From an optimization exercise on the open Yosys and OpenROAD flow, aimed at small area; shortcuts taken in it are not production practice. The RTL was checked by simulation tests, not by an equivalence proof against the original design. Power is estimated from default activity; no workload was simulated.

==> flow/design.v (excerpt) <==
module gpu_frontend_top (
  input  logic                                clk,
  input  logic                                rst_n,
  input  logic [gpu_pipe_pkg::apb_addr_w-1:0] paddr,
  input  logic                                psel,
  input  logic                                penable,
  input  logic                                pwrite,
  input  logic [gpu_pipe_pkg::data_w-1:0]     pwdata,
  output logic [gpu_pipe_pkg::data_w-1:0]     prdata,
  output logic                                pready,
  output logic                                pslverr,
  output logic                                out_valid,
  input  logic                                out_ready,
  output logic [gpu_pipe_pkg::addr_w-1:0]     out_pc,
  output logic [gpu_pipe_pkg::warp_w-1:0]     out_warp,
  output logic [gpu_isa_pkg::opc_w-1:0]       out_opcode,
  output logic [gpu_isa_pkg::f3_w-1:0]        out_funct3,
  output logic [gpu_isa_pkg::reg_w-1:0]       out_rd,
  output logic [gpu_isa_pkg::reg_w-1:0]       out_rs1,
  output logic [gpu_isa_pkg::reg_w-1:0]       out_rs2,
  output logic [gpu_pipe_pkg::data_w-1:0]     out_imm,
  output logic                                illegal_inst
);
==> module inst_buffer, before the edit <==
module inst_buffer (
  input  logic                                clk,
  input  logic                                rst_n,
  input  logic                                di_valid,   
  output logic                                di_full,
  output logic [gpu_pipe_pkg::ibuf_cnt_w-1:0] di_count,
  input  logic [gpu_pipe_pkg::addr_w-1:0]     di_pc,
  input  logic [gpu_pipe_pkg::warp_w-1:0]     di_warp,
  input  logic [3:0]                          di_code,
  input  logic [31:7]                         di_word,
  output logic                                out_valid,
  input  logic                                out_ready,
  output logic [gpu_pipe_pkg::addr_w-1:0]     out_pc,
  output logic [gpu_pipe_pkg::warp_w-1:0]     out_warp,
  output logic [gpu_isa_pkg::opc_w-1:0]       out_opcode,
  output logic [gpu_isa_pkg::f3_w-1:0]        out_funct3,
  output logic [gpu_isa_pkg::reg_w-1:0]       out_rd,
  output logic [gpu_isa_pkg::reg_w-1:0]       out_rs1,
  output logic [gpu_isa_pkg::reg_w-1:0]       out_rs2,
  output logic [gpu_pipe_pkg::data_w-1:0]     out_imm
);
  localparam int ibuf_depth = gpu_pipe_pkg::ibuf_depth;
  localparam int ibuf_ptr_w = gpu_pipe_pkg::ibuf_ptr_w;
  localparam int ibuf_cnt_w = gpu_pipe_pkg::ibuf_cnt_w;
  localparam int ent_w      = 32 + 3 + 4 + 25;
  logic [ent_w-1:0]      mem [ibuf_depth];
  logic [ibuf_ptr_w-1:0] wr_ptr, rd_ptr;
  logic [ibuf_cnt_w-1:0] count;
  logic                  pop;
  logic [3:0]            code;
  logic [31:0]           w;
  assign pop       = out_valid && out_ready;
  assign out_valid = (count != '0);
  assign di_count  = count;
  assign di_full   = count[2];
  always_ff @(posedge clk or negedge rst_n) begin
    if (!rst_n) begin
      wr_ptr <= '0;
      rd_ptr <= '0;
      count  <= '0;
    end else begin
      if (di_valid) wr_ptr <= wr_ptr + 1'b1;   
      if (pop) rd_ptr <= rd_ptr + 1'b1;
      if (di_valid && !pop) count <= count + 1'b1;
      else if (pop && !di_valid) count <= count - 1'b1;
    end
  end
  always_ff @(posedge clk) begin
    if (di_valid) mem[wr_ptr] <= {di_pc, di_warp, di_code, di_word};
  end
  logic [ent_w-1:0] head;
  always_comb begin
    head = '0;
    for (int i = 0; i < ibuf_depth; i++) begin
      head = head | ({ent_w{rd_ptr == i[1:0]}} & mem[i]);
    end
  end
  assign {out_pc, out_warp, code, w[31:7]} = head;
  assign w[6:0] = {code[3], code[2], code[1] & !code[3],
                   (code[3] & code[1]) | (code[0] & !code[1] & !code[2] & !code[3]),
                   code[0] & (code[1] | code[3]), 2'b11};
  assign out_opcode = w[6:0];
  always_comb begin
    out_funct3 = '0;
    out_rd     = '0;
    out_rs1    = '0;
    out_rs2    = '0;
    out_imm    = '0;
    case (code)
      4'd7, 4'd3: begin   
        out_rd  = w[11:7];
        out_imm = {w[31:12], 12'b0};
      end
      4'd15: begin   
        out_rd  = w[11:7];
        out_imm = {{12{w[31]}}, w[19:12], w[20], w[30:21], 1'b0};
      end
      4'd13, 4'd0, 4'd2: begin   
        out_rd     = w[11:7];
        out_rs1    = w[19:15];
        out_funct3 = w[14:12];
        out_imm    = {{20{w[31]}}, w[31:20]};
      end
      4'd12: begin   
        out_rs1    = w[19:15];
        out_rs2    = w[24:20];
        out_funct3 = w[14:12];
        out_imm    = {{20{w[31]}}, w[7], w[30:25], w[11:8], 1'b0};
      end
      4'd4: begin   
        out_rs1    = w[19:15];
        out_rs2    = w[24:20];
        out_funct3 = w[14:12];
        out_imm    = {{20{w[31]}}, w[31:25], w[11:7]};
      end
      4'd6: begin   
        out_rd     = w[11:7];
        out_rs1    = w[19:15];
        out_rs2    = w[24:20];
        out_funct3 = w[14:12];
      end
      default: ;   
    endcase
  end
endmodule
clock: 6.0 ns
lec_check: 0
cap_margin: 20
core_margin: 2
core_utilization: 60
place_density: 0.75
slew_margin: 20
standard.sh (not shown) runs the stock make flow with config.mk's settings and CLKGATE_MAP_FILE= SYNTH_SCRIPT=/design/flow/synth_recipe.tcl, a recipe that flattens the netlist after the stock synthesis.
==> flow/flow/run.sh <==
#!/bin/bash
# Own layout flow: the standard ORFS flow (standard.sh) with changes that
# only affect how the layout is made:
#  - synthesis keeps the combinational pc_adder module apart until mapping;
#    ABC maps pc_adder with a speed-oriented script (flow/abc_fast.script)
#    and everything else with an area-oriented one (flow/abc_area.script).
#    Registers are mapped by ORFS as usual, and synth_recipe.tcl flattens and
#    renames as in the standard synthesis;
#  - every input and output port still gets a buffer, but a buf_1;
#  - CTS builds the tree from clkbuf_8 with larger sink clusters and
#    without dummy loads.
# Each ORFS step writes its full log under orfs/logs/; make's own output
# goes to flow_synth.log and flow_layout.log here.
set -euo pipefail
WORK=$(pwd)
rm -rf "$WORK/scripts_own"
cp -r "$FLOW_HOME/scripts" "$WORK/scripts_own"
cp "$WORK/flow/abc_area.script" "$WORK/scripts_own/abc_speed.script"
cp "$WORK/flow/abc_fast.script" "$WORK/scripts_own/abc_fast.script"
python3 - "$WORK/scripts_own/synth.tcl" <<'PY'
import sys
p = sys.argv[1]
s = open(p).read()
old = "  log_cmd abc {*}$abc_args\n"
new = """  if { [llength [tee -q -s result.string select -list-mod pc_adder]] > 0 } {
    set abc_fast_args [lreplace $abc_args 1 1 $::env(SCRIPTS_DIR)/abc_fast.script]
    log_cmd abc {*}$abc_fast_args pc_adder
    log_cmd abc {*}$abc_args * pc_adder %d
  } else {
    log_cmd abc {*}$abc_args
  }
"""
assert s.count(old) == 1
open(p, "w").write(s.replace(old, new))
PY
export SCRIPTS_DIR="$WORK/scripts_own"
export SYNTH_KEEP_MODULES=pc_adder
export BUFFER_PORTS_ARGS="-buffer_cell sky130_fd_sc_hd__buf_1"
export CTS_ARGS="-sink_clustering_enable -repair_clock_nets -dont_use_dummy_load -buf_list sky130_fd_sc_hd__clkbuf_8 -sink_clustering_size 18 -sink_clustering_max_diameter 60"
bash standard.sh synth > "$WORK/flow_synth.log" 2>&1
bash standard.sh > "$WORK/flow_layout.log" 2>&1
==> flow/flow/abc_area.script <==
&get -n
&st
&syn2
&synch2
&dch -f
&nf -a -A 10 -F 16 -C 32
&st
&syn3
&synch2
&dch -f
&nf -a -A 10 -F 16 -C 32
&st
&syn4
&dch -f
&nf -a -A 10 -F 16 -C 32
&put
topo
stime -c
==> flow/flow/abc_fast.script <==
&get -n
&st
&syn2
&synch2
&dch -f
&nf -a
&st
&syn3
&synch2
&dch -f
&nf -a
&st
&syn4
&dch -f
&nf -a
&st
&syn3
&synch2
&dch -f
&nf -a
&st
&if -g -K 6
&synch2
&nf -R 20
&put
topo
stime -c
Change:
--- a/flow/design.v
+++ b/flow/design.v
@@ -291,39 +291,37 @@
   localparam int ibuf_depth = gpu_pipe_pkg::ibuf_depth;
   localparam int ibuf_ptr_w = gpu_pipe_pkg::ibuf_ptr_w;
   localparam int ibuf_cnt_w = gpu_pipe_pkg::ibuf_cnt_w;
   localparam int ent_w      = 32 + 3 + 4 + 25;
   logic [ent_w-1:0]      mem [ibuf_depth];
-  logic [ibuf_ptr_w-1:0] wr_ptr, rd_ptr;
   logic [ibuf_cnt_w-1:0] count;
   logic                  pop;
   logic [3:0]            code;
   logic [31:0]           w;
   assign pop       = out_valid && out_ready;
   assign out_valid = (count != '0);
   assign di_count  = count;
   assign di_full   = count[2];
   always_ff @(posedge clk or negedge rst_n) begin
     if (!rst_n) begin
-      wr_ptr <= '0;
-      rd_ptr <= '0;
       count  <= '0;
     end else begin
-      if (di_valid) wr_ptr <= wr_ptr + 1'b1;   
-      if (pop) rd_ptr <= rd_ptr + 1'b1;
       if (di_valid && !pop) count <= count + 1'b1;
       else if (pop && !di_valid) count <= count - 1'b1;
     end
   end
   always_ff @(posedge clk) begin
-    if (di_valid) mem[wr_ptr] <= {di_pc, di_warp, di_code, di_word};
+    if (di_valid) begin
+      mem[0] <= {di_pc, di_warp, di_code, di_word};
+      for (int i = 1; i < ibuf_depth; i++) mem[i] <= mem[i-1];
+    end
   end
   logic [ent_w-1:0] head;
   always_comb begin
     head = '0;
     for (int i = 0; i < ibuf_depth; i++) begin
-      head = head | ({ent_w{rd_ptr == i[1:0]}} & mem[i]);
+      head = head | ({ent_w{count == 3'(i + 1)}} & mem[i]);
     end
   end
   assign {out_pc, out_warp, code, w[31:7]} = head;
   assign w[6:0] = {code[3], code[2], code[1] & !code[3],
                    (code[3] & code[1]) | (code[0] & !code[1] & !code[2] & !code[3]),
Outcome: Worst setup slack is worse by 0.053 ns. Via count stays flat. Non-clock buffer count shrinks by 7. Hold slack gets better by 0.0087 ns. Synthesized area drops by 0.52%. Fmax came out lower by 0.95%. Die area went down by about 0.5%. Wire length rose by 4.0%. Synthesized cell count falls by 0.94%. Count of clock-buffer cells in the layout is unchanged. Sequential power stays flat. Combinational power falls by about 10%. Utilization came out higher by 0.89 points.

-- re-timing with driven ports --
Ports are ideal in the flow. The routed layouts listed here were re-timed in OpenROAD. Step 1 sets driving cells, clkbuf_16 on the clock port and buf_2 on the other inputs (assumed; they add their load-dependent delay and slew). Step 2 moves the port delays by t, midway between the first and last clock arrival at a register: inputs arrive t later, outputs are due t later. That takes back most of the time a late clock gives input paths. Slacks: no drivers / after step 1 / after step 2; pairs: no drivers / after step 1.
| run | t, ns | slack for setup (ns) | hold WS [ns] | clock arrival spread, ns |
|---|---|---|---|---|
| the first run | 0.649 | 0.432 / 0.432 / 0.432 | 0.439 / 0.439 / 0.439 | 0.065 / 0.064 |
| the second run | 0.681 | 0.379 / 0.327 / 0.623 | 0.448 / 0.448 / 0.448 | 0.050 / 0.049 |
After both steps every run listed still meets setup and hold.
